Source: an optimization exercise on an open RTL-to-GDS flow (aim: small area). Production flows keep margins and buffers that such runs may drop. Only simulation tests tie the RTL to the original design; equivalence was not proved. Power is estimated from default activity; no workload was simulated.

### design/flow/design.v
module xi_ext_req_queue #(
  parameter int ADDR_W       = 20,
  parameter int DATA_W       = 160,
  parameter int DEPTH        = 8,
  parameter int AFULL_THRESH = 6
) (
  input  logic                       clk,
  input  logic                       rst_n,
  input  logic                       i_flush,
  input  logic                       i_clr_err,
  input  logic                       i_ext_rd_en,
  input  logic [ADDR_W-1:0]          i_ext_rd_addr,
  input  logic                       i_ext_wr_en,
  input  logic [ADDR_W-1:0]          i_ext_wr_addr,
  input  logic [DATA_W-1:0]          i_ext_wr_data,
  output logic [DATA_W-1:0]          o_ext_rd_data,
  output logic                       o_ext_rd_valid,
  output logic                       o_almost_full,
  output logic [$clog2(DEPTH):0]     o_occupancy,
  output logic                       o_overflow,
  output logic                       o_unexpected_rsp,
  output logic                       bus_req_valid,
  input  logic                       bus_req_ready,
  output logic                       bus_req_is_wr,
  output logic [ADDR_W-1:0]          bus_req_addr,
  output logic [DATA_W-1:0]          bus_req_wdata,
  input  logic                       bus_rsp_valid,
  input  logic [DATA_W-1:0]          bus_rsp_data
);
  localparam int AW = 3;
  localparam int OW = 4;
  localparam int CW = 5;
  logic              r_is_wr [DEPTH];
  logic [ADDR_W-1:0] r_addr  [DEPTH];
  logic [DATA_W-1:0] r_wdata [DEPTH];
  logic [AW-1:0]     r_rd_ptr, r_wr_ptr;
  logic [OW-1:0]     r_occ;
  logic [CW-1:0]     r_outst;
  logic              r_ovf, r_unexp, r_rd_valid;
  logic [DATA_W-1:0] r_rd_data;
  logic              w_valid, w_full, w_pop, w_rd_pop, w_push_wr, w_push_rd;
  logic              w_ovf_set, w_unexp_set, w_head_wr;
  logic [AW-1:0]     w_wr_nxt;
  logic [DEPTH-1:0]  w_en, w_hsel, w_wsel;
  logic [ADDR_W-1:0] w_lane_addr [2];
  logic              w_lane_wr   [2];
  logic [ADDR_W-1:0] w_head_addr;
  logic [DATA_W-1:0] w_head_wdata;
  assign w_valid   = r_occ != '0;
  assign w_full    = r_occ[3];
  assign w_pop     = w_valid && bus_req_ready && !i_flush;
  assign w_push_wr = i_ext_wr_en && !i_flush && (!w_full || w_pop);
  assign w_push_rd = i_ext_rd_en && !i_flush &&
                     (w_push_wr ? (r_occ <= 4'd6 || (r_occ == 4'd7 && w_pop)) : (!w_full || w_pop));
  assign w_ovf_set = !i_flush && ((i_ext_wr_en && !w_push_wr) || (i_ext_rd_en && !w_push_rd));
  always_comb begin
    for (int i = 0; i < DEPTH; i++) begin
      w_hsel[i] = w_valid && (r_rd_ptr == AW'(i));
      w_wsel[i] = w_hsel[i] && r_is_wr[i];
    end
  end
  always_comb begin
    w_head_wr    = 1'b0;
    w_head_addr  = '0;
    w_head_wdata = '0;
    for (int i = 0; i < DEPTH; i++) begin
      w_head_wr    = w_head_wr    | w_wsel[i];
      w_head_addr  = w_head_addr  | ({ADDR_W{w_hsel[i]}} & r_addr[i]);
      w_head_wdata = w_head_wdata | ({DATA_W{w_wsel[i]}} & r_wdata[i]);
    end
  end
  assign w_rd_pop    = w_pop && !w_head_wr;
  assign w_unexp_set = bus_rsp_valid && !w_rd_pop && r_outst == '0;
  assign bus_req_valid    = w_valid && !i_flush;
  assign bus_req_is_wr    = w_head_wr;
  assign bus_req_addr     = w_head_addr;
  assign bus_req_wdata    = w_head_wdata;
  assign o_occupancy      = r_occ;
  assign o_almost_full    = r_occ >= OW'(AFULL_THRESH);
  assign o_overflow       = r_ovf;
  assign o_unexpected_rsp = r_unexp;
  assign o_ext_rd_data    = r_rd_data;
  assign o_ext_rd_valid   = r_rd_valid;
  assign w_wr_nxt = r_wr_ptr + 1'b1;
  always_comb begin
    for (int i = 0; i < DEPTH; i++)
      w_en[i] = ((w_push_wr || w_push_rd) && r_wr_ptr == AW'(i)) ||
                (w_push_wr && w_push_rd && w_wr_nxt == AW'(i));
  end
  always_comb begin
    for (int b = 0; b < 2; b++) begin
      w_lane_wr[b]   = w_push_wr && (r_wr_ptr[0] == b[0]);
      w_lane_addr[b] = w_lane_wr[b] ? i_ext_wr_addr : i_ext_rd_addr;
    end
  end
  always_ff @(posedge clk) begin
    for (int i = 0; i < DEPTH; i++) begin
      if (w_en[i]) begin
        r_is_wr[i] <= w_lane_wr[i % 2];
        r_addr[i]  <= w_lane_addr[i % 2];
        r_wdata[i] <= i_ext_wr_data;
      end
    end
  end
  always_ff @(posedge clk or negedge rst_n) begin
    if (!rst_n) begin
      r_rd_ptr <= '0;
      r_wr_ptr <= '0;
      r_occ    <= '0;
    end else if (i_flush) begin
      r_rd_ptr <= '0;
      r_wr_ptr <= '0;
      r_occ    <= '0;
    end else begin
      r_rd_ptr <= r_rd_ptr + AW'(w_pop);
      r_wr_ptr <= r_wr_ptr + AW'(w_push_wr) + AW'(w_push_rd);
      r_occ    <= r_occ + OW'(w_push_wr) + OW'(w_push_rd) - OW'(w_pop);
    end
  end
  always_ff @(posedge clk or negedge rst_n) begin
    if (!rst_n) r_outst <= '0;
    else if (w_rd_pop && !bus_rsp_valid) r_outst <= r_outst + 1'b1;
    else if (!w_rd_pop && bus_rsp_valid && r_outst != '0) r_outst <= r_outst - 1'b1;
  end
  always_ff @(posedge clk or negedge rst_n) begin
    if (!rst_n) begin
      r_rd_data  <= '0;
      r_rd_valid <= 1'b0;
    end else begin
      r_rd_valid <= bus_rsp_valid;
      if (bus_rsp_valid) r_rd_data <= bus_rsp_data;
    end
  end
  always_ff @(posedge clk or negedge rst_n) begin
    if (!rst_n) begin
      r_ovf   <= 1'b0;
      r_unexp <= 1'b0;
    end else begin
      r_ovf   <= w_ovf_set   || (r_ovf   && !i_clr_err);
      r_unexp <= w_unexp_set || (r_unexp && !i_clr_err);
    end
  end
endmodule
### design/flow/flow/run.sh
#!/bin/bash
# Standard ORFS layout, with the smallest buffer on the ports and a leaner clock tree.
set -euo pipefail
cd "$(dirname "$0")/.."
bash standard.sh \
  BUFFER_PORTS_ARGS="-buffer_cell sky130_fd_sc_hd__buf_1" \
  CTS_ARGS="-sink_clustering_enable -repair_clock_nets -dont_use_dummy_load" \
  finish > standard_flow.log 2>&1
### design/flow/standard.sh
#!/bin/bash
# synth_recipe.tcl (not shown) runs the flow's synth.tcl, then flattens the netlist and writes it again
# the make line also repeats each setting of config.mk as NAME=value (left out here)
make -C /OpenROAD-flow-scripts/flow DESIGN_CONFIG=/design/flow/config.mk WORK_HOME=/design/flow/orfs CLKGATE_MAP_FILE= SYNTH_SCRIPT=/design/flow/synth_recipe.tcl "${@:-finish}"
### design/flow/config.mk
export PLATFORM = sky130hd
export DESIGN_NAME = xi_ext_req_queue
export DESIGN_NICKNAME = xi_ext_req_queue
export VERILOG_FILES = /design/flow/design.v
export SDC_FILE = /design/flow/constraint.sdc
export NUM_CORES = 4
export LEC_CHECK = 0
export CAP_MARGIN = 20
export CORE_MARGIN = 2
export CORE_UTILIZATION = 65
export CTS_BUF_LIST = sky130_fd_sc_hd__clkbuf_8 sky130_fd_sc_hd__clkbuf_4
export PLACE_DENSITY = 0.72
export SLEW_MARGIN = 20
### design/flow/constraint.sdc
create_clock -name core_clock -period 6.0 [get_ports {clk}]
set_input_delay 1.2000 -clock core_clock [delete_from_list [all_inputs] [get_ports {clk}]]
set_output_delay 1.2000 -clock core_clock [all_outputs]
set_load 0.01 [all_outputs]
==> summary.txt, run 1 <==
Final setup viols 0; number of synthesized flops with an enable pin 1448; peak fanout along the critical path 55; Post-CTS Repair Setup Buffers 0; Post-synth ARST share a little over a tenth; fin crit share 92.0%; most instantiated library cell after synthesis edfxtp_1; minimum clock period 5520 ps; Max Cap Viol 0; CORE AREA 89900 sq um; Synth top area share 73.8%; Max IR drop VDD 0.000344 V; DP HPWL 95000 um; IO Pins 718; Slew Viols, Final 0; Sink Count between 1500 and 2000; Routed WL per cell 30.6 um; synthesized area per cell 18.5 sq um; Worst Hold Depth 1; critical path endpoint category output pin; CTS Hold Buffers Added 0; Routed WL between 150000 and 200000 um; CTS H-Tree Depth 4; Worst EP required 4800 ps; worst r2r src r_rd_ptr[0]; Reg clk slew, reported paths around 60 ps; register bit total from synthesis 1626; final hold slack between 500 and 600 ps; syn nets 3564; FP Rows 110; endpoints failing hold 0; Fmax 0.181 GHz; Placer Congestion 0.938; pwr dens between 300 and 400 nW/um^2; drt first pass iters 14; grt total ovfl 0; slew of the pin with the lowest slew margin a little over 1000 ps; antenna violations before repair 52; WP data arrival 4320 ps; RSZ-0062 raised after global routing no; DR iter-0 viols 4870; layout cells sized above 1 12.1%; mapped cell area 58900 sq um; synth top area cells edfxtp_1, dfrtp_1, mux2_2; Starting Density 65.6%; worst setup path category flop to output pin; Root Driver clkbuf_16; leading area contributor after synthesis edfxtp_1; Routed Antenna Nets 0; Vias/cell 6.76; sequential area share after synthesis 81.4%; total power draw 25.7 mW; first-pass GRT wire length 229000 um; worst hold start r_rd_data[44]; synth unique cells 56; die width 305 um; Num CTS Buffers around 160; via count 34661; CTS Buffer Depth 3; largest net degree at the start of global routing 137; Slew headroom a little under a third; RR Endpoint r_outst[4]; synthesis-to-layout area growth 14.4%; Hold Path Class flop to flop; post-layout net count 4316; r2r setup slk about 1500 ps; DRC violations left 0; Post-synth top cells edfxtp_1, a22oi_1, a222oi_1; Die ar. 93100 sq um; Skew-Pair Late Insertion Delay 750 ps; Ys Warns 6; number of global-route vias before repair 34822; # port buffers 717; clk_skew approximately 32 ps; Hold EP r_rd_data[44]; startpoint class of the critical path flop; leakage ~22 nW; gate count of the mapped netlist 3179; Die Y 305 um; status finished clean; dominant synthesized flop cell edfxtp_1; reg2reg path depth 12; GRT Resource Usage Total 33.6%; cts repair resizes 0; CTS tree done
-- flip-flops by register name, summed over array words and instances (netlist names) --
name	cells
r_ovf	1
r_wr_ptr	3
r_outst	5
r_rd_valid	1
r_is_wr	8
r_addr	160
r_rd_data	160
r_occ	4
r_unexp	1
r_rd_ptr	3
r_wdata	1280
-- per-stage QoR --
step	instances	area, sq um	TNS (ps)	util, %	worst slack [ps]
after floorplan	3179	59000	-1678870	-	-1190
after global placement	4948	63400	0	70.6	1360
after detailed placement	4949	63500	0	70.6	1280
after CTS	5105	67400	0	75.0	501
after global routing	5124	67400	0	75.0	301
final	5131	67400	0	75.0	477
-- layout make-up --
class	count	area (sq um)
diodes	26	65.1
well taps	1176	1470
fillers	5296	22400
inverters	18	67.6
repair buffers	795	3690
clock buffers	156	3900
flip-flops and latches	1626	47900
multi-input cells	1334	10300
-- per-layer routing --
metal	up-vias	track usage, %	share of wire, %	routed length [um]
met1	17481	43.8	36	56400
met4	48	15.3	4.1	6430
met2	2203	53.6	49	76800
li1	14572	-	-	-
met5	-	0	0.20	306
met3	357	8.85	11	16900
-- worst max-delay path by stage --
| stage | startpoint | end | slack, ps | cells past startpoint |
|---|---|---|---|---|
| 2_1_floorplan | i_flush | r_addr[2][0] | -1190 | 4 |
| 3_3_place_gp | r_rd_ptr[0] | bus_req_wdata[150] | 1360 | 6 |
| 3_5_place_dp | r_rd_ptr[0] | bus_req_wdata[38] | 1280 | 6 |
| 4_1_cts | r_rd_ptr[0] | bus_req_wdata[38] | 500 | 6 |
| 5_1_grt | r_rd_ptr[0] | bus_req_wdata[35] | 300 | 6 |
| 6_report | r_rd_ptr[0] | bus_req_wdata[38] | 480 | 6 |
-- cells in the final DEF (no fill, tap or decap), types with 3 or more instances in the layout --
cell type  count
mux2i_1       15
nor2b_1        7
nand2_1       63
nor2_1       153
mux4_2         5
nand3_1      141
ha_1          13
clkbuf_16    156
buf_12        31
a22o_1         3
a222oi_1     225
a221oi_1      44
diode_2       26
o22ai_4        6
fa_1           4
and3_4         4
o21ai_0        6
buf_1        715
edfxtp_1    1448
nand2b_1       5
a21oi_1      113
and4_4         3
nor3_1         6
a221o_1        4
a22oi_1      255
inv_1         17
a21o_1         3
o22ai_1        7
buf_4         46
xnor2_1        6
nor2_2         3
dfrtp_1      178
mux2_2       205
-- power breakdown --
group / switching (mW) / internal (mW) / leakage, nW
registers: 0.270 / 13.2 / 15.2
logic: 2.76 / 1.23 / 4.63
clock network: 3.65 / 4.54 / 1.92
total: 6.68 / 19.0 / 21.8
-- kinds of logic after synthesis --
group	count (synthesis)	share of synthesized area [%]
mux	225	4.36
fa+ha+maj	17	0.412
buf+inv	219	1.45
xor+xnor	8	0.119
compound gates	677	9.16
simple gates	407	3.14
flops	1626	81.4
-- critical path, cell delays in order (launching register included) --
cell and delay (ps):
dfrtp_1 820, nor2b_1 710, and4_4 920, buf_4 520, a222oi_1 220, nand3_1 150, buf_1 170
==> run 2: changes to the inputs <==
==> design/flow/flow/run.sh (replaced) <==
#!/bin/bash
# Standard ORFS layout, with the smallest buffer on the ports and a leaner clock tree:
# small clock buffers in clusters of up to 10 flip-flops and no dummy loads.
set -euo pipefail
cd "$(dirname "$0")/.."
bash standard.sh \
  BUFFER_PORTS_ARGS="-buffer_cell sky130_fd_sc_hd__buf_1" \
  CTS_ARGS="-sink_clustering_enable -repair_clock_nets -dont_use_dummy_load -buf_list sky130_fd_sc_hd__clkbuf_4 -sink_clustering_size 10 -sink_clustering_max_diameter 40" \
  finish > standard_flow.log 2>&1
--- a/design/flow/config.mk
+++ b/design/flow/config.mk
@@ -8,6 +8,5 @@
 export CAP_MARGIN = 20
 export CORE_MARGIN = 2
 export CORE_UTILIZATION = 65
-export CTS_BUF_LIST = sky130_fd_sc_hd__clkbuf_8 sky130_fd_sc_hd__clkbuf_4
 export PLACE_DENSITY = 0.72
 export SLEW_MARGIN = 20
==> run 2 against run 1 <==
Critical path depth unchanged. Still clean. Clock power down 42%. Non-clock buffer count unchanged. Sequential power about the same. Die area unchanged. Count of clock-buffer cells in the layout up 38. Total power down 14%. Global-route usage down 0.12 points. Register-to-register slack about the same. Largest cell class unchanged. Combinational power about the same.
==> summary.txt, run 2 <==
most common cell after layout, fill and taps aside edfxtp_1; fin cells 5169 (+0.74%); IO Pins 718 (unchanged); most frequent cells in the layout edfxtp_1, buf_1, a22oi_1; number of synthesized flops with an enable pin 1448 (unchanged); Starting Density 65.6% (unchanged); dominant synthesized flop cell edfxtp_1; met3 GRT Util 9.31% (+0.46 points); DR iter-0 viols 4895 (+0.51%); most instantiated library cell after synthesis edfxtp_1; Sink Count 1626 (unchanged); CTS Buffer Depth 3 (unchanged); antenna violations before repair 50 (-3.8%); mapped cell area 58900 sq um (unchanged); status finished clean; Post-synth top cells edfxtp_1, a22oi_1, a222oi_1; Max Cap Viol 0 (unchanged); Routed Antenna Nets 0 (unchanged); GRT Resource Usage Total 33.4% (-0.12 points); peak fanout along the critical path 47 (-15%); Hold Path Class primary input to asynchronous set/reset pin; largest net degree at the start of global routing 137 (unchanged); synthesized area per cell 18.5 sq um (unchanged); syn nets 3564 (unchanged); startpoint class of the critical path flop; GR Util met2 53.3% (-0.27 points); Die Y 305 um (unchanged); worst setup path category flop to output pin; grt total ovfl 0 (unchanged); FP Rows 110 (unchanged); Multi-input gate area 10300 sq um (+0.12%); via count 34853 (+0.55%); # fillers 5693 (+7.5%); max reg flops 1280 (unchanged); Placer Congestion 0.938 (unchanged); first-pass GRT wire length 228000 um (-0.21%); post-layout net count 4355 (+0.90%); sequential area share after synthesis 81.4% (unchanged); worst r2r src r_occ[3]; met1 GRT Util 43.8% (-0.053 points); Skew-Pair Late Insertion Delay 1110 ps (+360 ps); minimum clock period 5580 ps (+55.9 ps); Worst EP required 4800 ps (about the same); placed inst area 63500 sq um (unchanged); final hold slack 177 ps (-325 ps); leading area contributor after synthesis edfxtp_1; Ys Warns 6 (unchanged); Vias/cell 6.74 (-0.19%); CORE AREA 89900 sq um (unchanged); register bit total from synthesis 1626 (unchanged); # port buffers 717 (unchanged); Seq. cell area 47900 sq um (unchanged); Slew Viols, Final 0 (unchanged); Routed WL 157000 um (-0.16%); Root Driver clkbuf_4; DP HPWL 95000 um (unchanged); Die ar. 93100 sq um (unchanged); gate count of the mapped netlist 3179 (unchanged); Routed WL per cell 30.3 um (-0.89%); slew of the pin with the lowest slew margin 1020 ps (-13.7 ps); synthesis-to-layout area growth 10.3%; Synth top area share 73.8% (unchanged); Fmax 0.179 GHz (-1.0%); Post-synth ARST share 10.9% (unchanged); Max IR drop VDD 0.000237 V (-31%); layout cells sized above 1 13.0% (+0.89 points); CTS tree done; Slew headroom 32.2% (+0.91 points); DRC violations left 0 (unchanged); Post-Place Worst Slack 1280 ps (unchanged); Placed Instances 4949 (unchanged); CTS H-Tree Depth 4 (unchanged); WP data arrival 4380 ps (+60 ps); synth top area cells edfxtp_1, dfrtp_1, mux2_2; total power draw 22.2 mW (-14%); Reg clk slew, reported paths 110 ps (+50 ps); CP startpoint r_rd_ptr[2]; Post-CTS Repair Setup Buffers 0 (unchanged); biggest regs r_wdata (1280), r_addr (160), r_rd_data (160); drt first pass iters 12 (-2); busiest grt layer met2; Final setup viols 0 (unchanged); RSZ-0062 raised after global routing no; leakage 20.7 nW (-4.7%); number of global-route vias before repair 35075 (+0.73%); endpoints failing hold 0 (unchanged); Largest Register r_wdata; pwr dens 341 nW/um^2 (-10%); Num CTS Buffers 194 (+24%); critical path endpoint category output pin; clk_skew 82.6 ps (+51.0 ps); synth unique cells 56 (unchanged); fin crit share 93.0% (+0.93 points); Final WS setup 421 ps (-55.9 ps); design area 65000 sq um (-3.6%); die width 305 um (unchanged)
==> run 2: changes by cell type in the layout (fill, tap and decap cells not counted), sizes merged <==
| cell | before | now |
|---|---|---|
| clkbuf | 158 | 196 |
| and4 | 3 | 4 |
| diode | 26 | 25 |
==> run 2: worst paths after layout <==
| kind | end | slack, ps | depth (start not counted) |
|---|---|---|---|
| setup reg to reg | r_outst[4] | 1450 | 12 |
| hold / removal | r_rd_data[94] | 180 | 1 |
| hold reg to reg | r_rd_data[44] | 500 | 1 |
| max in group asynchronous | r_rd_data[156] | 4570 | 2 |
| setup / recovery | bus_req_wdata[7] | 420 | 6 |
| min in group core_clock | r_rd_data[81] | 330 | 2 |
==> run 2: cell type report <==
cell class                      instances  share of cell area (%)
Antenna cell                           25                  0.0963
Clock buffer                          194                    2.24
Inverter                               18                   0.104
Sequential cell                      1626                    73.8
Tap cell                             1176                    2.26
Timing Repair Buffer                  795                    5.68
Multi-Input combinational cell       1335                    15.9
==> run 2: repair_timing <==
| action | CTS | global route |
|---|---|---|
| resized for setup | 0 | 1 |
| hold buffers | 0 | 0 |
| endpoints found under the setup margin | 0 | 64 |
==> run 2: cell families after synthesis <==
logic type | Yosys count | synth area share (%)
flip-flops | 1626 | 81.4
multiplexers | 225 | 4.36
XOR/XNOR | 8 | 0.119
buffers and inverters | 219 | 1.45
AND/OR/NAND/NOR | 407 | 3.14
adder cells (fa/ha/maj) | 17 | 0.412
AO/OA/AOI/OAI | 677 | 9.16
==> run 2: worst max-delay path, cell delays in order (launching register included) <==
cell and delay, ps:
dfrtp_1 760, and3b_2 470, and3_4 750, buf_4 510, a222oi_1 180, nand3_1 330
buf_1 200
==> run 2: metrics by stage <==
step	util (%)	setup TNS, ps
finish	72.3	0
global route	72.3	0
CTS	72.2	0
detailed placement	70.6	0
global placement	70.6	0
floorplan	-	-1678870
==> run 2: power breakdown <==
| group | internal [mW] | switching [mW] | total [mW] |
|---|---|---|---|
| combinational | 1.23 | 2.75 | 3.98 |
| sequential | 13.2 | 0.266 | 13.5 |
| clock | 1.48 | 3.24 | 4.72 |
| total | 15.9 | 6.26 | 22.2 |
==> run 2: layer usage <==
layer | wire length (um) | part of all wire, %
met1 | 56300 | 36
met2 | 77200 | 49
met3 | 17100 | 11
met4 | 5760 | 3.7
met5 | 260 | 0.17
==> run 3: changes to the inputs <==
--- a/design/flow/design.v
+++ b/design/flow/design.v
@@ -59,15 +59,24 @@
       w_wsel[i] = w_hsel[i] && r_is_wr[i];
     end
   end
-  always_comb begin
-    w_head_wr    = 1'b0;
-    w_head_addr  = '0;
-    w_head_wdata = '0;
-    for (int i = 0; i < DEPTH; i++) begin
-      w_head_wr    = w_head_wr    | w_wsel[i];
-      w_head_addr  = w_head_addr  | ({ADDR_W{w_hsel[i]}} & r_addr[i]);
-      w_head_wdata = w_head_wdata | ({DATA_W{w_wsel[i]}} & r_wdata[i]);
-    end
+  assign w_head_wr = |w_wsel;
+  for (genvar k = 0; k < ADDR_W; k++) begin : g_addr_out
+    logic n0, n1;
+    xq_aoi222 u0 (.a1(w_hsel[0]), .a2(r_addr[0][k]), .b1(w_hsel[1]), .b2(r_addr[1][k]),
+                  .c1(w_hsel[2]), .c2(r_addr[2][k]), .y(n0));
+    xq_aoi222 u1 (.a1(w_hsel[3]), .a2(r_addr[3][k]), .b1(w_hsel[4]), .b2(r_addr[4][k]),
+                  .c1(w_hsel[5]), .c2(r_addr[5][k]), .y(n1));
+    xq_or8_last u2 (.a1(w_hsel[6]), .a2(r_addr[6][k]), .b1(w_hsel[7]), .b2(r_addr[7][k]),
+                    .n0(n0), .n1(n1), .y(w_head_addr[k]));
+  end
+  for (genvar k = 0; k < DATA_W; k++) begin : g_data_out
+    logic n0, n1;
+    xq_aoi222 u0 (.a1(w_wsel[0]), .a2(r_wdata[0][k]), .b1(w_wsel[1]), .b2(r_wdata[1][k]),
+                  .c1(w_wsel[2]), .c2(r_wdata[2][k]), .y(n0));
+    xq_aoi222 u1 (.a1(w_wsel[3]), .a2(r_wdata[3][k]), .b1(w_wsel[4]), .b2(r_wdata[4][k]),
+                  .c1(w_wsel[5]), .c2(r_wdata[5][k]), .y(n1));
+    xq_or8_last u2 (.a1(w_wsel[6]), .a2(r_wdata[6][k]), .b1(w_wsel[7]), .b2(r_wdata[7][k]),
+                    .n0(n0), .n1(n1), .y(w_head_wdata[k]));
   end
   assign w_rd_pop    = w_pop && !w_head_wr;
   assign w_unexp_set = bus_rsp_valid && !w_rd_pop && r_outst == '0;
@@ -141,3 +150,15 @@
     end
   end
 endmodule
+module xq_aoi222 (
+  input  logic a1, a2, b1, b2, c1, c2,
+  output logic y
+);
+  assign y = ~((a1 & a2) | (b1 & b2) | (c1 & c2));
+endmodule
+module xq_or8_last (
+  input  logic a1, a2, b1, b2, n0, n1,
+  output logic y
+);
+  assign y = ~(n0 & n1 & ~((a1 & a2) | (b1 & b2)));
+endmodule
--- a/design/flow/config.mk
+++ b/design/flow/config.mk
@@ -10,3 +10,5 @@
 export CORE_UTILIZATION = 65
 export PLACE_DENSITY = 0.72
 export SLEW_MARGIN = 20
+export SYNTH_HIERARCHICAL = 1
+export SYNTH_MINIMUM_KEEP_SIZE = 0
==> run 3 against run 2 <==
Clock power shrank 2%. Synthesized area shrank 2.6%. Register-to-register slack gained 760 ps. Sequential share of layout area grew 0.87 points. Critical path depth grew 5. Synthesized cell count shrank 14%. Clock skew shrank 2.7 ps. First-iteration DRC count shrank 1.9%. Non-clock buffer count grew 9. Cell count shrank 5.6%. Sequential cell count is the same. Die area shrank 2.6%.
==> summary.txt, run 3 <==
status finished clean; Routed Antenna Nets 0 (unchanged); antenna violations before repair 36 (-28%); synth unique cells 54 (-3.6%); GRT Resource Usage Total 33.0% (-0.42 points); Worst EP required 4800 ps (about the same); largest net degree at the start of global routing 168 (+23%); RSZ-0062 raised after global routing no; Reg clk slew, reported paths 100 ps (about the same); dominant synthesized flop cell edfxtp_1; Max Cap Viol 0 (unchanged); Starting Density 65.9% (+0.29 points); Final WS setup 266 ps (-155 ps); FP Rows 108 (-1.8%); Max IR drop VDD 0.000238 V (+0.30%); Slew Viols, Final 0 (unchanged); DR iter-0 viols 4803 (-1.9%); DP HPWL 90200 um (-5.1%); Vias/cell 6.81 (+0.93%); first-pass GRT wire length 217000 um (-5.0%); worst setup path category flop to output pin; Routed WL 150000 um (-4.0%); DRC violations left 0 (unchanged); IO Pins 718 (unchanged); biggest regs r_wdata (1280), r_addr (160), r_rd_data (160); gate count of the mapped netlist 2734 (-14%); synthesis-to-layout area growth 11.9%; syn nets 3119 (-12%); # port buffers 717 (unchanged); Ys Warns 17 (+11); Die ar. 90700 sq um (-2.6%); CTS H-Tree Depth 4 (unchanged); fin crit share 95.6% (+2.6 points); placed inst area 62700 sq um (-1.1%); clk_skew 79.9 ps (-2.67 ps); critical path endpoint category output pin; Post-synth top cells edfxtp_1, a222oi_1, nand3_1; drt first pass iters 8 (-4); minimum clock period 5730 ps (+155 ps); Num CTS Buffers 190 (-2.1%); Final setup viols 0 (unchanged); sequential area share after synthesis 83.5% (+2.2 points); startpoint class of the critical path flop; CTS tree done; number of global-route vias before repair 32908 (-6.2%); grt total ovfl 0 (unchanged); Sink Count 1626 (unchanged); Slew headroom 25.7% (-6.4 points); mapped cell area 57400 sq um (-2.6%); leading area contributor after synthesis edfxtp_1; design area 64200 sq um (-1.2%); CORE AREA 87200 sq um (-3.0%); endpoints failing hold 0 (unchanged); max reg flops 1280 (unchanged); most common cell after layout, fill and taps aside edfxtp_1; Post-Place Worst Slack 1520 ps (+244 ps); via count 33191 (-4.8%); post-layout net count 4085 (-6.2%); Synth top area share 75.8% (+2.0 points); layout cells sized above 1 13.6% (+0.68 points); Routed WL per cell 30.8 um (+1.7%); leakage 20.5 nW (-1.1%); Post-synth ARST share 10.9% (unchanged); Placer Congestion 0.972 (+3.7%); Root Driver clkbuf_4; Largest Register r_wdata; most instantiated library cell after synthesis edfxtp_1; slew of the pin with the lowest slew margin 1110 ps (+96.5 ps); WP data arrival 4530 ps (+150 ps); synthesized area per cell 21.0 sq um (+13%); pwr dens 338 nW/um^2 (-0.97%); CTS Buffer Depth 3 (unchanged); peak fanout along the critical path 64 (+36%); most frequent cells in the layout edfxtp_1, buf_1, a222oi_1; Die Y 301 um (-1.3%); synth top area cells edfxtp_1, dfrtp_1, a222oi_1; Hold Path Class primary input to flop; number of synthesized flops with an enable pin 1448 (unchanged); die width 301 um (-1.3%); Fmax 0.174 GHz (-2.7%); register bit total from synthesis 1626 (unchanged); Skew-Pair Late Insertion Delay 1110 ps (about the same)
==> run 3: final cells by class <==
cell class	count	area (sq um)
fill	5255	22900
timing repair buffer	804	3910
sequential	1626	47900
inverter	18	67.6
multi-input combinational	1060	9400
clock buffer	190	1430
tap	1155	1450
antenna	24	60.1
==> run 3: modules after synthesis, one instance, submodules excluded <==
module            copies in the design  cell area [sq um]  flops+latches  cells
xi_ext_req_queue                     1              51500           1626   2014
xq_or8_last                        180               12.5              0      2
xq_aoi222                          360               10.0              0      1
==> run 3: worst paths after layout <==
path,to,cells after the start,from,slack (ps)
max,bus_req_wdata[17],11,r_occ[3],270
min,r_rd_data[77],2,bus_rsp_data[77],330
max reg2reg,r_wdata[5][36],8,r_occ[3],2210
min reg2reg,r_rd_data[76],1,r_rd_data[76],510
max in group asynchronous,r_rd_data[56],3,rst_n,4270
min in group asynchronous,r_rd_data[147],2,rst_n,520
==> run 3: routing by layer <==
| metal | vias to the layer above | share of wire (%) | GRT usage (%) |
|---|---|---|---|
| li1 | 14010 | - | - |
| met1 | 16708 | 36 | 44.2 |
| met2 | 2119 | 49 | 51.9 |
| met3 | 322 | 11 | 8.58 |
| met4 | 32 | 4.2 | 14.8 |
| met5 | - | 0.14 | 0 |
==> run 3: stage by stage <==
| stage | power (mW) | hold WS (ps) | util (%) | cells | setup TNS (ps) |
|---|---|---|---|---|---|
| after CTS | 21.8 | 206 | 73.6 | 4853 | 0 |
| after detailed placement | 17.3 | 493 | 72.0 | 4662 | 0 |
| after floorplan | 15.7 | 537 | - | 2734 | -2136080 |
| final | 21.7 | 331 | 73.7 | 4877 | 0 |
| after global routing | 22.5 | 256 | 73.7 | 4867 | 0 |
| after global placement | 17.2 | 488 | 72.0 | 4662 | 0 |
==> run 3: worst max-delay path, cell delays in order (launching register included) <==
cell	delay (ps)
dfrtp_1	410
inv_1	110
ha_1	200
or3b_4	260
nand2_1	110
nor2_1	130
buf_4	310
and2_4	670
buf_12	430
a222oi_1	190
nand3_1	140
buf_1	350
==> run 3: power breakdown <==
| group | switching [mW] | total, mW | internal, mW |
|---|---|---|---|
| registers | 0.260 | 13.5 | 13.2 |
| clock network | 3.17 | 4.62 | 1.45 |
| logic | 2.46 | 3.63 | 1.17 |
==> run 3: what timing repair did <==
item	CTS	global route
resized for setup	0	0
buffers inserted	0	0
hold endpoints to repair	11	0
endpoints found under the setup margin	0	0
hold buffers	1	0
==> run 3: logic make-up (layout without fill, tap and decap cells) <==
| logic type | after synthesis | after routing | share of synthesized area [%] |
|---|---|---|---|
| other cells | 0 | 24 | 0 |
| fa+ha+maj | 17 | 17 | 0.423 |
| compound gates | 566 | 566 | 8.99 |
| buf+inv | 48 | 1012 | 0.381 |
| simple gates | 259 | 259 | 2.33 |
| flops | 1626 | 1626 | 83.5 |
| mux | 211 | 211 | 4.26 |
| xor+xnor | 7 | 7 | 0.107 |
==> run 4: changes to the inputs <==
==> design/flow/flow/run.sh (replaced) <==
#!/bin/bash
# Standard ORFS layout with three changes after the standard synthesis:
#  - the smallest buffer (buf_1) on every port
#  - a lean clock tree: clkbuf_4 in clusters of up to 10 flip-flops, no dummy loads
#  - placement and repair may not use the big buffers and delay cells, so the
#    high-fanout enable and select nets are driven by trees of small buffers
set -euo pipefail
cd "$(dirname "$0")/.."
bash standard.sh synth > synth_make.log 2>&1
DONT_USE="sky130_fd_sc_hd__probe_p_8 sky130_fd_sc_hd__probec_p_8 sky130_fd_sc_hd__lpflow_bleeder_1 sky130_fd_sc_hd__lpflow_clkbufkapwr_1 sky130_fd_sc_hd__lpflow_clkbufkapwr_16 sky130_fd_sc_hd__lpflow_clkbufkapwr_2 sky130_fd_sc_hd__lpflow_clkbufkapwr_4 sky130_fd_sc_hd__lpflow_clkbufkapwr_8 sky130_fd_sc_hd__lpflow_clkinvkapwr_1 sky130_fd_sc_hd__lpflow_clkinvkapwr_16 sky130_fd_sc_hd__lpflow_clkinvkapwr_2 sky130_fd_sc_hd__lpflow_clkinvkapwr_4 sky130_fd_sc_hd__lpflow_clkinvkapwr_8 sky130_fd_sc_hd__lpflow_decapkapwr_12 sky130_fd_sc_hd__lpflow_decapkapwr_3 sky130_fd_sc_hd__lpflow_decapkapwr_4 sky130_fd_sc_hd__lpflow_decapkapwr_6 sky130_fd_sc_hd__lpflow_decapkapwr_8 sky130_fd_sc_hd__lpflow_inputiso0n_1 sky130_fd_sc_hd__lpflow_inputiso0p_1 sky130_fd_sc_hd__lpflow_inputiso1n_1 sky130_fd_sc_hd__lpflow_inputiso1p_1 sky130_fd_sc_hd__lpflow_inputisolatch_1 sky130_fd_sc_hd__lpflow_isobufsrc_1 sky130_fd_sc_hd__lpflow_isobufsrc_16 sky130_fd_sc_hd__lpflow_isobufsrc_2 sky130_fd_sc_hd__lpflow_isobufsrc_4 sky130_fd_sc_hd__lpflow_isobufsrc_8 sky130_fd_sc_hd__lpflow_isobufsrckapwr_16 sky130_fd_sc_hd__lpflow_lsbuf_lh_hl_isowell_tap_1 sky130_fd_sc_hd__lpflow_lsbuf_lh_hl_isowell_tap_2 sky130_fd_sc_hd__lpflow_lsbuf_lh_hl_isowell_tap_4 sky130_fd_sc_hd__lpflow_lsbuf_lh_isowell_4 sky130_fd_sc_hd__lpflow_lsbuf_lh_isowell_tap_1 sky130_fd_sc_hd__lpflow_lsbuf_lh_isowell_tap_2 sky130_fd_sc_hd__lpflow_lsbuf_lh_isowell_tap_4  sky130_fd_sc_hd__buf_6 sky130_fd_sc_hd__buf_8 sky130_fd_sc_hd__buf_12 sky130_fd_sc_hd__buf_16 sky130_fd_sc_hd__bufbuf_8 sky130_fd_sc_hd__bufbuf_16 sky130_fd_sc_hd__clkbuf_8 sky130_fd_sc_hd__clkbuf_16 sky130_fd_sc_hd__dlygate4sd1_1 sky130_fd_sc_hd__dlygate4sd2_1 sky130_fd_sc_hd__dlygate4sd3_1 sky130_fd_sc_hd__clkdlybuf4s15_1 sky130_fd_sc_hd__clkdlybuf4s15_2 sky130_fd_sc_hd__clkdlybuf4s18_1 sky130_fd_sc_hd__clkdlybuf4s18_2 sky130_fd_sc_hd__clkdlybuf4s25_1 sky130_fd_sc_hd__clkdlybuf4s25_2 sky130_fd_sc_hd__clkdlybuf4s50_1 sky130_fd_sc_hd__clkdlybuf4s50_2 sky130_fd_sc_hd__dlymetal6s2s_1 sky130_fd_sc_hd__dlymetal6s4s_1 sky130_fd_sc_hd__dlymetal6s6s_1"
bash standard.sh \
  DONT_USE_CELLS="$DONT_USE" \
  BUFFER_PORTS_ARGS="-buffer_cell sky130_fd_sc_hd__buf_1" \
  CTS_ARGS="-sink_clustering_enable -repair_clock_nets -dont_use_dummy_load -buf_list sky130_fd_sc_hd__clkbuf_4 -sink_clustering_size 10 -sink_clustering_max_diameter 40" \
  finish > layout_make.log 2>&1
==> run 4 against run 3 <==
Final area decreased by 0.55%. Clock power about the same. First-iteration DRC count is 9.1% higher. Wire length is 0.82% lower. Critical path type unchanged. Critical endpoint is now bus_req_wdata[112]. Largest power group unchanged.
==> summary.txt, run 4 <==
via count 33411 (+0.66%); number of synthesized flops with an enable pin 1448 (unchanged); Post-synth ARST share 10.9% (unchanged); Max Cap Viol 0 (unchanged); FP Rows 108 (unchanged); Sw Share 27.1% (+0.027 points); dominant synthesized flop cell edfxtp_1; Pint 15.8 mW (-0.23%); RR Endpoint r_wdata[0][54]; Routed WL per cell 30.3 um (-1.8%); Slew Viols, Final 0 (unchanged); Fmax 0.175 GHz (+0.39%); die width 301 um (unchanged); clock share of power 21.4% (about the same); synth top area cells edfxtp_1, dfrtp_1, a222oi_1; Root Driver clkbuf_4; first-pass GRT wire length 216000 um (-0.21%); RSZ-0062 raised after global routing no; # port buffers 717 (unchanged); WP data arrival 4510 ps (-20 ps); max reg flops 1280 (unchanged); Slew headroom 27.3% (+1.6 points); Num CTS Buffers 191 (+0.53%); combinational share of power 16.5% (-0.2 points); # fillers 5380 (+2.4%); minimum clock period 5710 ps (-22.0 ps); worst setup path category flop to output pin; reg2reg path depth 8 (unchanged); Hold Path Class primary input to asynchronous set/reset pin; status finished clean; Largest Register r_wdata; Die ar. 90700 sq um (unchanged); Synth top area share 75.8% (unchanged); DR iter-0 viols 5241 (+9.1%); placed inst area 62400 sq um (-0.53%); Routed Antenna Nets 0 (unchanged); Post-synth top cells edfxtp_1, a222oi_1, nand3_1; DP HPWL 97800 um (+8.5%); syn nets 3119 (unchanged); CTS Hold Buffers Added 0 (-1); CP Cell Sequence inv_1 -> ha_1 -> or3b_4 -> and2_0 -> and3_1 -> and2_4 -> buf_4 -> buf_4 -> a22oi_1 -> nand3_1 -> buf_1; CP most frequent cell buf_4; largest net degree at the start of global routing 69 (-59%); mapped cell area 57400 sq um (unchanged); fin crit share 95.2% (-0.37 points); Max IR drop VDD 0.000211 V (-11%); Ys Warns 17 (unchanged); Final setup viols 0 (unchanged); peak fanout along the critical path 36 (-44%); Crit. path cell count 11 (unchanged); cts repair resizes 0 (unchanged); sequential area share after synthesis 83.5% (unchanged); synth unique cells 54 (unchanged); register bit total from synthesis 1626 (unchanged); grt total ovfl 0 (unchanged); synthesis-to-layout area growth 11.3%; total power draw 21.7 mW (-0.19%); design area 63900 sq um (-0.55%); post-layout net count 4143 (+1.4%); worst r2r src r_occ[3]; CTS Buffer Depth 3 (unchanged); Routed WL 149000 um (-0.82%); Die Y 301 um (unchanged); clk_skew 111 ps (+30.7 ps); max incr delay on CP 670 ps (about the same); Vias/cell 6.78 (-0.38%); critical path endpoint category output pin; IO Pins 718 (unchanged); endpoints failing hold 0 (unchanged); CTS H-Tree Depth 4 (unchanged); r2r setup slk 2140 ps (-70 ps); Starting Density 65.9% (unchanged); Multi-input gate area 9400 sq um (unchanged); Reg clk slew, reported paths 100 ps (about the same); antenna violations before repair 28 (-22%); Seq. cell area 47900 sq um (unchanged); CTS tree done; GRT Resource Usage Total 32.9% (-0.11 points); Placer Congestion 0.993 (+2.1%); Worst EP required 4800 ps (about the same); layout cells sized above 1 14.5% (+0.88 points); synthesized area per cell 21.0 sq um (unchanged); leading area contributor after synthesis edfxtp_1; setup TNS 0 ps (unchanged); most frequent cells in the layout edfxtp_1, buf_1, a222oi_1; CP Buf/Inv Count 4 (unchanged); drt first pass iters 7 (-1); startpoint class of the critical path flop; CORE AREA 87200 sq um (unchanged); number of global-route vias before repair 33608 (+2.1%); register share of total power 62.1% (about the same); Post-CTS Repair Setup Buffers 0 (unchanged); gate count of the mapped netlist 2734 (unchanged); Psw 5.88 mW (about the same); slowest CP cell and2_4; biggest regs r_wdata (1280), r_addr (160), r_rd_data (160); Sink Count 1626 (unchanged); leakage 20.6 nW (+0.53%); most instantiated library cell after synthesis edfxtp_1; slew of the pin with the lowest slew margin 1090 ps (-23.9 ps); Skew-Pair Late Insertion Delay 1100 ps (about the same); Top delay family on crit path simple AND/OR/NAND/NOR gates; most common cell after layout, fill and taps aside edfxtp_1; DRC violations left 0 (unchanged); pwr dens 339 nW/um^2 (+0.36%)
run 4: metal layers:
metal  global-route usage (%)  vias to the layer above  routed length, um
met2                     52.0                     2123              73000
met5                        0                        -                150
met3                     8.66                      352              16400
li1                         -                    14109                  -
met4                     18.3                       22               7870
met1                     42.1                    16805              51700
run 4: Yosys stat by module (local to each module, per instance):
module / cells / flops+latches / cell area, sq um / copies in the design
xi_ext_req_queue: 2014 / 1626 / 51500 / 1
xq_or8_last: 2 / 0 / 12.5 / 180
xq_aoi222: 1 / 0 / 10.0 / 360
run 4: how the worst max path moves through the flow:
stage                         end  slack [ps]  startpoint
6_report       bus_req_wdata[112]         290    r_occ[3]
5_1_grt        bus_req_wdata[112]          40    r_occ[3]
4_1_cts        bus_req_wdata[112]         170    r_occ[3]
3_5_place_dp   bus_req_wdata[112]        1400    r_occ[3]
3_3_place_gp    bus_req_wdata[33]        1500    r_occ[3]
2_1_floorplan        r_addr[2][0]       -1380     i_flush
run 4: power by group through the flow:
stage	logic (mW)	registers, mW	clock network [mW]
floorplan	1.83	13.8	0
global placement	3.49	13.7	0
detailed placement	3.57	13.7	0
CTS	3.58	13.5	4.72
global route	3.80	13.5	5.15
finish	3.58	13.5	4.63
run 4: cell families (layout without fill, tap and decap cells):
group                    count (synthesis)  after routing  share of synthesized area (%)
AO/OA/AOI/OAI                          566            566                           8.99
AND/OR/NAND/NOR                        259            259                           2.33
other                                    0             17                              0
multiplexers                           211            211                           4.26
flip-flops                            1626           1626                           83.5
adder cells (fa/ha/maj)                 17             17                          0.423
buffers and inverters                   48           1070                          0.381
XOR/XNOR                                 7              7                          0.107
run 4: cell type report:
cell class | instances | area share [%]
clock buffers | 191 | 2.24
well taps | 1155 | 2.26
inverters | 18 | 0.106
diodes | 17 | 0.0666
flip-flops and latches | 1626 | 75.0
repair buffers | 861 | 5.58
multi-input cells | 1060 | 14.7
run 4: stage by stage:
| stage | hold WS (ps) | instances | utilization [%] | setup slack, ps |
|---|---|---|---|---|
| 2_1_floorplan | 537 | 2734 | - | -1380 |
| 3_3_place_gp | 488 | 4719 | 71.6 | 1500 |
| 3_5_place_dp | 496 | 4720 | 71.6 | 1400 |
| 4_1_cts | 109 | 4911 | 73.2 | 173 |
| 5_1_grt | 207 | 4923 | 73.3 | 36.9 |
| 6_report | 236 | 4928 | 73.3 | 288 |
==> run 5: changes to the inputs <==
--- a/design/flow/config.mk
+++ b/design/flow/config.mk
@@ -7,8 +7,8 @@
 export LEC_CHECK = 0
 export CAP_MARGIN = 20
 export CORE_MARGIN = 2
-export CORE_UTILIZATION = 65
-export PLACE_DENSITY = 0.72
+export CORE_UTILIZATION = 75
+export PLACE_DENSITY = 0.8
 export SLEW_MARGIN = 20
 export SYNTH_HIERARCHICAL = 1
 export SYNTH_MINIMUM_KEEP_SIZE = 0
==> run 5 against run 4 <==
Still clean. Via count rose by 7.5%. Synthesized area did not move. Non-clock buffer count fell by 24. Count of clock-buffer cells in the layout fell by 4. First-iteration DRC count rose by 43%. Total power rose by 1.4%. Die area fell by 13%. Register-to-register slack got worse by 200 ps. Critical path depth fell by 1. Global-route usage rose by 8.9 points. Critical path type unchanged.
==> summary.txt, run 5 <==
pwr dens 345 nW/um^2 (+1.8%); Routed WL per cell 36.0 um (+19%); grt total ovfl 0 (unchanged); Worst EP required 4800 ps (about the same); Sink Count 1626 (unchanged); CTS H-Tree Depth 4 (unchanged); worst setup path category flop to output pin; post-layout net count 4124 (-0.46%); Fmax 0.172 GHz (-1.9%); DR iter-0 viols 7474 (+43%); leakage 20.5 nW (-0.68%); Vias/cell 7.56 (+12%); most common cell after layout, fill and taps aside edfxtp_1; most frequent cells in the layout edfxtp_1, buf_1, a222oi_1; GRT Resource Usage Total 41.8% (+8.9 points); Num CTS Buffers 187 (-2.1%); largest net degree at the start of global routing 77 (+12%); Die ar. 78800 sq um (-13%); RR Endpoint r_addr[5][6]; antenna violations before repair 52 (+86%); minimum clock period 5820 ps (+112 ps); reg2reg path depth 8 (unchanged); via count 35909 (+7.5%); Placer Congestion 1.15 (+15%); CTS tree done; Max IR drop VDD 0.000252 V (+20%); register bit total from synthesis 1626 (unchanged); CP startpoint r_occ[3]; Post-CTS Repair Setup Buffers 0 (unchanged); CTS Hold Buffers Added 0 (unchanged); fin crit share 97.1% (+1.9 points); mapped cell area 57400 sq um (unchanged); slew of the pin with the lowest slew margin 1320 ps (+227 ps); CORE AREA 75800 sq um (-13%); startpoint class of the critical path flop; synthesized area per cell 21.0 sq um (unchanged); synth top area cells edfxtp_1, dfrtp_1, a222oi_1; peak fanout along the critical path 33 (-8.3%); endpoints failing hold 0 (unchanged); Slew Viols, Final 0 (unchanged); drt first pass iters 14 (+7); Routed Antenna Nets 0 (unchanged); clk_skew 131 ps (+20.8 ps); Die Y 281 um (-6.8%); leading area contributor after synthesis edfxtp_1; number of synthesized flops with an enable pin 1448 (unchanged); WP data arrival 4620 ps (+110 ps); Final WS setup 176 ps (-112 ps); Largest Register r_wdata; syn nets 3119 (unchanged); Slew headroom 12.2% (-15 points); Routed WL 171000 um (+15%); layout cells sized above 1 14.0% (-0.51 points); r2r setup slk 1940 ps (-200 ps); most instantiated library cell after synthesis edfxtp_1; Reg clk slew, reported paths 110 ps (about the same); Setup crit end bus_req_wdata[112]; DP HPWL 104000 um (+6.8%); biggest regs r_wdata (1280), r_addr (160), r_rd_data (160); sequential area share after synthesis 83.5% (unchanged); DRC violations left 0 (unchanged); number of global-route vias before repair 34486 (+2.6%); worst r2r src r_occ[3]; FP Rows 101 (-6.5%); CTS Buffer Depth 3 (unchanged); Post-synth top cells edfxtp_1, a222oi_1, nand3_1; Max Cap Viol 0 (unchanged); die width 281 um (-6.8%); synthesis-to-layout area growth 10.8%; setup TNS 0 ps (unchanged); dominant synthesized flop cell edfxtp_1; RSZ-0062 raised after global routing no; Ys Warns 17 (unchanged); gate count of the mapped netlist 2734 (unchanged); IO Pins 718 (unchanged); max reg flops 1280 (unchanged); Post-synth ARST share 10.9% (unchanged); first-pass GRT wire length 232000 um (+7.5%); Final setup viols 0 (unchanged); Hold Path Class primary input to asynchronous set/reset pin; critical path endpoint category output pin; Skew-Pair Late Insertion Delay 1100 ps (about the same); Synth top area share 75.8% (unchanged); synth unique cells 54 (unchanged); Post-Place Worst Slack 1060 ps (-339 ps); final hold slack 255 ps (+18.7 ps); status finished clean; Root Driver clkbuf_4; Starting Density 75.7% (+9.8 points); # port buffers 717 (unchanged)
## run 5: changes by cell type in the layout (fill, tap and decap cells not counted), sizes merged
cell	change
clkbuf	-1
buf	-27
diode	+16
and2	+9
## run 5: what timing repair did
item                                    CTS  global route
pin swaps                                 2             4
cloned                                    2             8
endpoints found under the setup margin   20           120
resized for setup                         4             4
## run 5: worst max-delay path: stages, from the launching register on
cell      delay, ps
dfrtp_1         390
inv_1           110
ha_1            220
and3_1          290
nor3_2          420
and2_4          620
buf_4           480
clkbuf_4        420
a222oi_1        160
nand3_1         240
buf_1           210
## run 5: metal layers
layer,GRT usage [%],up-vias,routed length (um)
met4,21.8,36,10100
met3,13.7,646,27800
li1,-,14076,-
met5,0.563,-,237
met2,64.7,3808,80900
met1,53.8,17343,51800
## run 5: through the flow
| step | total power, mW | utilization, % | std cells | instance area [sq um] |
|---|---|---|---|---|
| global placement | 17.1 | 81.8 | 4517 | 62000 |
| finish | 22.0 | 83.9 | 4748 | 63600 |
| detailed placement | 17.3 | 81.8 | 4517 | 62000 |
| floorplan | 15.7 | - | 2734 | 57400 |
| global route | 22.5 | 83.9 | 4737 | 63600 |
| CTS | 21.7 | 83.7 | 4706 | 63500 |
## run 5: Yosys stat by module (local to each module, per instance)
module | cells | flops+latches
xq_or8_last | 2 | 0
xi_ext_req_queue | 2014 | 1626
xq_aoi222 | 1 | 0
## run 5: final cells by class
type / count / area, sq um
sequential: 1626 / 47900
fill: 3435 / 12200
multi-input combinational: 1069 / 9490
timing repair buffer: 837 / 3420
clock buffer: 187 / 1400
tap: 978 / 1220
antenna: 33 / 82.6
inverter: 18 / 67.6
## run 5: worst min path at each step
stage | slack [ps] | start | to
after floorplan | 540 | r_outst[3] | r_outst[3]
after global placement | 490 | r_rd_data[61] | r_rd_data[61]
after detailed placement | 490 | r_rd_data[33] | r_rd_data[33]
after CTS | 180 | rst_n | r_rd_data[74]
after global routing | 260 | rst_n | r_rd_data[74]
final | 260 | rst_n | r_rd_data[74]
## run 5: report_power, final
group	leakage (nW)	switching, mW	total, mW	internal (mW)
logic	4.40	2.61	3.72	1.11
registers	15.2	0.327	13.5	13.2
clock network	0.861	3.28	4.71	1.43
## run 5: logic make-up (layout without fill, tap and decap cells)
family | after synthesis | after routing | share of synthesized area [%]
adders and majority gates | 17 | 17 | 0.423
buffers and inverters | 48 | 1042 | 0.381
AOI/OAI and AO/OA | 566 | 566 | 8.99
DFF | 1626 | 1626 | 83.5
and+or+nand+nor | 259 | 268 | 2.33
other | 0 | 33 | 0
xor gates and xnor gates | 7 | 7 | 0.107
muxes | 211 | 211 | 4.26
==> run 6: changes to the inputs <==
--- a/design/flow/design.v
+++ b/design/flow/design.v
@@ -33,7 +33,7 @@
   logic              r_is_wr [DEPTH];
   logic [ADDR_W-1:0] r_addr  [DEPTH];
   logic [DATA_W-1:0] r_wdata [DEPTH];
-  logic [AW-1:0]     r_rd_ptr, r_wr_ptr;
+  logic [AW-1:0]     r_rd_ptr, w_wr_ptr;
   logic [OW-1:0]     r_occ;
   logic [CW-1:0]     r_outst;
   logic              r_ovf, r_unexp, r_rd_valid;
@@ -46,6 +46,7 @@
   logic              w_lane_wr   [2];
   logic [ADDR_W-1:0] w_head_addr;
   logic [DATA_W-1:0] w_head_wdata;
+  assign w_wr_ptr  = r_rd_ptr + r_occ[AW-1:0];
   assign w_valid   = r_occ != '0;
   assign w_full    = r_occ[3];
   assign w_pop     = w_valid && bus_req_ready && !i_flush;
@@ -90,15 +91,15 @@
   assign o_unexpected_rsp = r_unexp;
   assign o_ext_rd_data    = r_rd_data;
   assign o_ext_rd_valid   = r_rd_valid;
-  assign w_wr_nxt = r_wr_ptr + 1'b1;
+  assign w_wr_nxt = w_wr_ptr + 1'b1;
   always_comb begin
     for (int i = 0; i < DEPTH; i++)
-      w_en[i] = ((w_push_wr || w_push_rd) && r_wr_ptr == AW'(i)) ||
+      w_en[i] = ((w_push_wr || w_push_rd) && w_wr_ptr == AW'(i)) ||
                 (w_push_wr && w_push_rd && w_wr_nxt == AW'(i));
   end
   always_comb begin
     for (int b = 0; b < 2; b++) begin
-      w_lane_wr[b]   = w_push_wr && (r_wr_ptr[0] == b[0]);
+      w_lane_wr[b]   = w_push_wr && (w_wr_ptr[0] == b[0]);
       w_lane_addr[b] = w_lane_wr[b] ? i_ext_wr_addr : i_ext_rd_addr;
     end
   end
@@ -114,15 +115,11 @@
   always_ff @(posedge clk or negedge rst_n) begin
     if (!rst_n) begin
       r_rd_ptr <= '0;
-      r_wr_ptr <= '0;
       r_occ    <= '0;
     end else if (i_flush) begin
-      r_rd_ptr <= '0;
-      r_wr_ptr <= '0;
       r_occ    <= '0;
     end else begin
       r_rd_ptr <= r_rd_ptr + AW'(w_pop);
-      r_wr_ptr <= r_wr_ptr + AW'(w_push_wr) + AW'(w_push_rd);
       r_occ    <= r_occ + OW'(w_push_wr) + OW'(w_push_rd) - OW'(w_pop);
     end
   end
--- a/design/flow/config.mk
+++ b/design/flow/config.mk
@@ -7,8 +7,8 @@
 export LEC_CHECK = 0
 export CAP_MARGIN = 20
 export CORE_MARGIN = 2
-export CORE_UTILIZATION = 75
-export PLACE_DENSITY = 0.8
+export CORE_UTILIZATION = 65
+export PLACE_DENSITY = 0.72
 export SLEW_MARGIN = 20
 export SYNTH_HIERARCHICAL = 1
 export SYNTH_MINIMUM_KEEP_SIZE = 0
==> run 6 against run 5 <==
Clock skew is 20 ps higher. Via count fell by 6.2%. Synthesized cell count about the same. Sequential power is 15% higher. Synthesized area shrank 0.32%. Critical path type unchanged. Largest power group unchanged.
==> summary.txt, run 6 <==
die width 301 um (+7.1%); Skew-Pair Late Insertion Delay 1170 ps (+70 ps); worst setup path category flop to output pin; IO Pins 718 (unchanged); # port buffers 717 (unchanged); DRC violations left 0 (unchanged); RSZ-0062 raised after global routing no; Slew headroom 27.3% (+15 points); synthesis-to-layout area growth 11.3%; via count 33691 (-6.2%); CORE AREA 87000 sq um (+15%); most frequent cells in the layout edfxtp_1, buf_1, a222oi_1; FP Rows 108 (+6.9%); cts repair resizes 0 (-4); mapped cell area 57200 sq um (-0.32%); Placed Instances 4698 (+4.0%); endpoints failing hold 0 (unchanged); Die ar. 90400 sq um (+15%); number of synthesized flops with an enable pin 1448 (unchanged); DP HPWL 100000 um (-3.9%); drt first pass iters 9 (-5); register share of total power 56.4% (-5.2 points); Final setup viols 0 (unchanged); worst r2r src r_rd_ptr[0]; critical path endpoint category output pin; max reg flops 1280 (unchanged); Starting Density 65.7% (-10 points); Routed WL 155000 um (-9.0%); r2r setup slk 1450 ps (-490 ps); pwr dens 432 nW/um^2 (+25%); antenna violations before repair 48 (-7.7%); Hold Path Class primary input to asynchronous set/reset pin; Psw 9.21 mW (+48%); Placer Congestion 1.00 (-12%); sequential area share after synthesis 83.7% (+0.14 points); layout cells sized above 1 14.3% (+0.34 points); most common cell after layout, fill and taps aside edfxtp_1; Max Cap Viol 0 (unchanged); gate count of the mapped netlist 2736 (+0.073%); number of global-route vias before repair 33230 (-3.6%); leading area contributor after synthesis edfxtp_1; Largest Register r_wdata; Ys Warns 17 (unchanged); Root Driver clkbuf_4; GRT Resource Usage Total 34.3% (-7.5 points); synth unique cells 47 (-13%); reg2reg path depth 10 (+2); combinational share of power 26.6% (+9.7 points); Final WS setup 288 ps (+111 ps); minimum clock period 5710 ps (-111 ps); post-layout net count 4125 (+0.024%); Post-CTS Repair Setup Buffers 0 (unchanged); fin crit share 95.2% (-1.9 points); Post-Place Worst Slack 1050 ps (-10.4 ps); slew of the pin with the lowest slew margin 1090 ps (-227 ps); leakage 20.5 nW (-0.16%); design area 63700 sq um (about the same); largest net degree at the start of global routing 66 (-14%); biggest regs r_wdata (1280), r_addr (160), r_rd_data (160); clock share of power 17.0% (-4.4 points); Worst EP required 4800 ps (about the same); Routed Antenna Nets 0 (unchanged); Pint 18.3 mW (+16%); Setup crit end bus_req_wdata[132]; Sw Share 33.5% (+5.2 points); most instantiated library cell after synthesis edfxtp_1; Max IR drop VDD 0.000316 V (+25%); register bit total from synthesis 1623 (-0.18%); Post-synth top cells edfxtp_1, a222oi_1, mux2_2; CTS Hold Buffers Added 0 (unchanged); dominant synthesized flop cell edfxtp_1; Sink Count 1623 (-0.18%); first-pass GRT wire length 223000 um (-4.1%); WP data arrival 4510 ps (-110 ps); Synth top area share 76.0% (+0.25 points); synthesized area per cell 20.9 sq um (-0.40%); Reg clk slew, reported paths 100 ps (about the same); Routed WL per cell 31.6 um (-12%); CP startpoint r_occ[3]; clk_skew 152 ps (+20.3 ps); fin cells 4924 (+3.7%); DR iter-0 viols 5311 (-29%); peak fanout along the critical path 42 (+27%); Post-synth ARST share 10.8% (-0.16 points); grt total ovfl 0 (unchanged); startpoint class of the critical path flop; CTS Buffer Depth 3 (unchanged); Vias/cell 6.84 (-9.5%); status finished clean; placed inst area 62100 sq um (+0.18%); CTS H-Tree Depth 4 (unchanged); synth top area cells edfxtp_1, dfrtp_1, a222oi_1; Die Y 301 um (+7.1%); Fmax 0.175 GHz (+1.9%); RR Endpoint r_wdata[5][77]; CTS tree done; Num CTS Buffers 193 (+3.2%); Slew Viols, Final 0 (unchanged); syn nets 3121 (+0.064%)
## run 6: logic make-up (layout without fill, tap and decap cells)
group / Yosys count / count (layout) / share of synthesized area, %
AO/OA/AOI/OAI: 568 / 568 / 8.98
XOR/XNOR: 7 / 7 / 0.107
adder cells (fa/ha/maj): 17 / 17 / 0.411
buffers and inverters: 46 / 1048 / 0.324
flip-flops: 1623 / 1623 / 83.7
multiplexers: 209 / 209 / 4.10
other: 0 / 31 / 0
AND/OR/NAND/NOR: 266 / 266 / 2.43
## run 6: metal layers
layer | track usage, % | wire length (um) | share of wire [%] | vias to the layer above
li1 | - | - | - | 14109
met3 | 10.1 | 18000 | 12 | 358
met1 | 44.7 | 54600 | 35 | 16973
met5 | 0 | 271 | 0.17 | -
met4 | 17.2 | 7420 | 4.8 | 40
met2 | 53.6 | 75000 | 48 | 2211
## run 6: stage by stage
stage               utilization, %  TNS [ps]  hold WS, ps  power [mW]
finish                        73.2         0          221        27.5
CTS                           73.1         0          173        27.6
global placement              71.4         0          487        22.8
detailed placement            71.4         0          493        23.0
global route                  73.1         0          194        28.6
floorplan                        -  -2518420          514        19.8
## run 6: critical path, cell delays in order, from the launching register on
cell	delay, ps
dfrtp_1	440
inv_1	130
ha_1	160
nor3b_2	630
nand2b_1	260
nor2_1	70
and3_4	400
buf_4	420
a222oi_1	550
nand3_1	210
buf_1	180
## run 6: per-module statistics from Yosys, one instance, submodules excluded
module            flops+latches  times used
xi_ext_req_queue           1623           1
xq_aoi222                     0         360
xq_or8_last                   0         180
## run 6: layout make-up
cell class | instances | area, sq um
tap | 1155 | 1450
fill | 5362 | 23300
antenna | 31 | 77.6
multi-input combinational | 1067 | 9330
inverter | 15 | 58.8
sequential | 1623 | 47900
timing repair buffer | 840 | 3460
clock buffer | 193 | 1450
## run 6: worst min-delay path by stage
stage                               end          start  slack [ps]
after CTS                 r_rd_data[62]          rst_n         170
final                     r_rd_data[62]          rst_n         220
after global routing      r_rd_data[62]          rst_n         190
after global placement    r_rd_data[99]  r_rd_data[99]         490
after detailed placement  r_rd_data[37]  r_rd_data[37]         490
after floorplan                   r_ovf          r_ovf         510
## run 6: power groups by stage
| stage | Sequential [mW] | Combinational [mW] | Clock [mW] |
|---|---|---|---|
| floorplan | 16.0 | 3.78 | 0 |
| global route | 15.7 | 7.74 | 5.20 |
| global placement | 15.6 | 7.14 | 0 |
| detailed placement | 15.7 | 7.28 | 0 |
| CTS | 15.5 | 7.30 | 4.77 |
| finish | 15.5 | 7.32 | 4.68 |

## afterwards: timing with drivers on the ports
The results above use ideal ports. As a check the final layouts listed here were re-extracted and re-timed, cells and wires unchanged.
Step 1 sets driving cells, clkbuf_16 on the clock port and buf_2 on the other inputs (assumed; they add their load-dependent delay and slew).
Step 2 also shifts input and output timing later by t, the mid clock arrival at the registers, as if the neighbouring blocks saw the same clock.
Slacks: ideal / step 1 / step 2; pairs: ideal / step 1.
| run | t, ns | slack for setup (ns) | slew at the worst register clock pin (ns) |
|---|---|---|---|
| run 1 | 0.803 | 0.477 / 0.404 / 1.208 | 0.06 / 0.06 |
| run 2 | 1.130 | 0.421 / 0.354 / 1.450 | 0.11 / 0.11 |
| run 3 | 1.128 | 0.266 / 0.198 / 1.326 | 0.11 / 0.11 |
| run 4 | 1.110 | 0.288 / 0.220 / 1.330 | 0.11 / 0.11 |
| run 5 | 1.088 | 0.176 / 0.106 / 1.194 | 0.13 / 0.13 |
| run 6 | 1.148 | 0.288 / 0.223 / 1.164 | 0.11 / 0.11 |
After both steps every run listed still meets setup and hold.
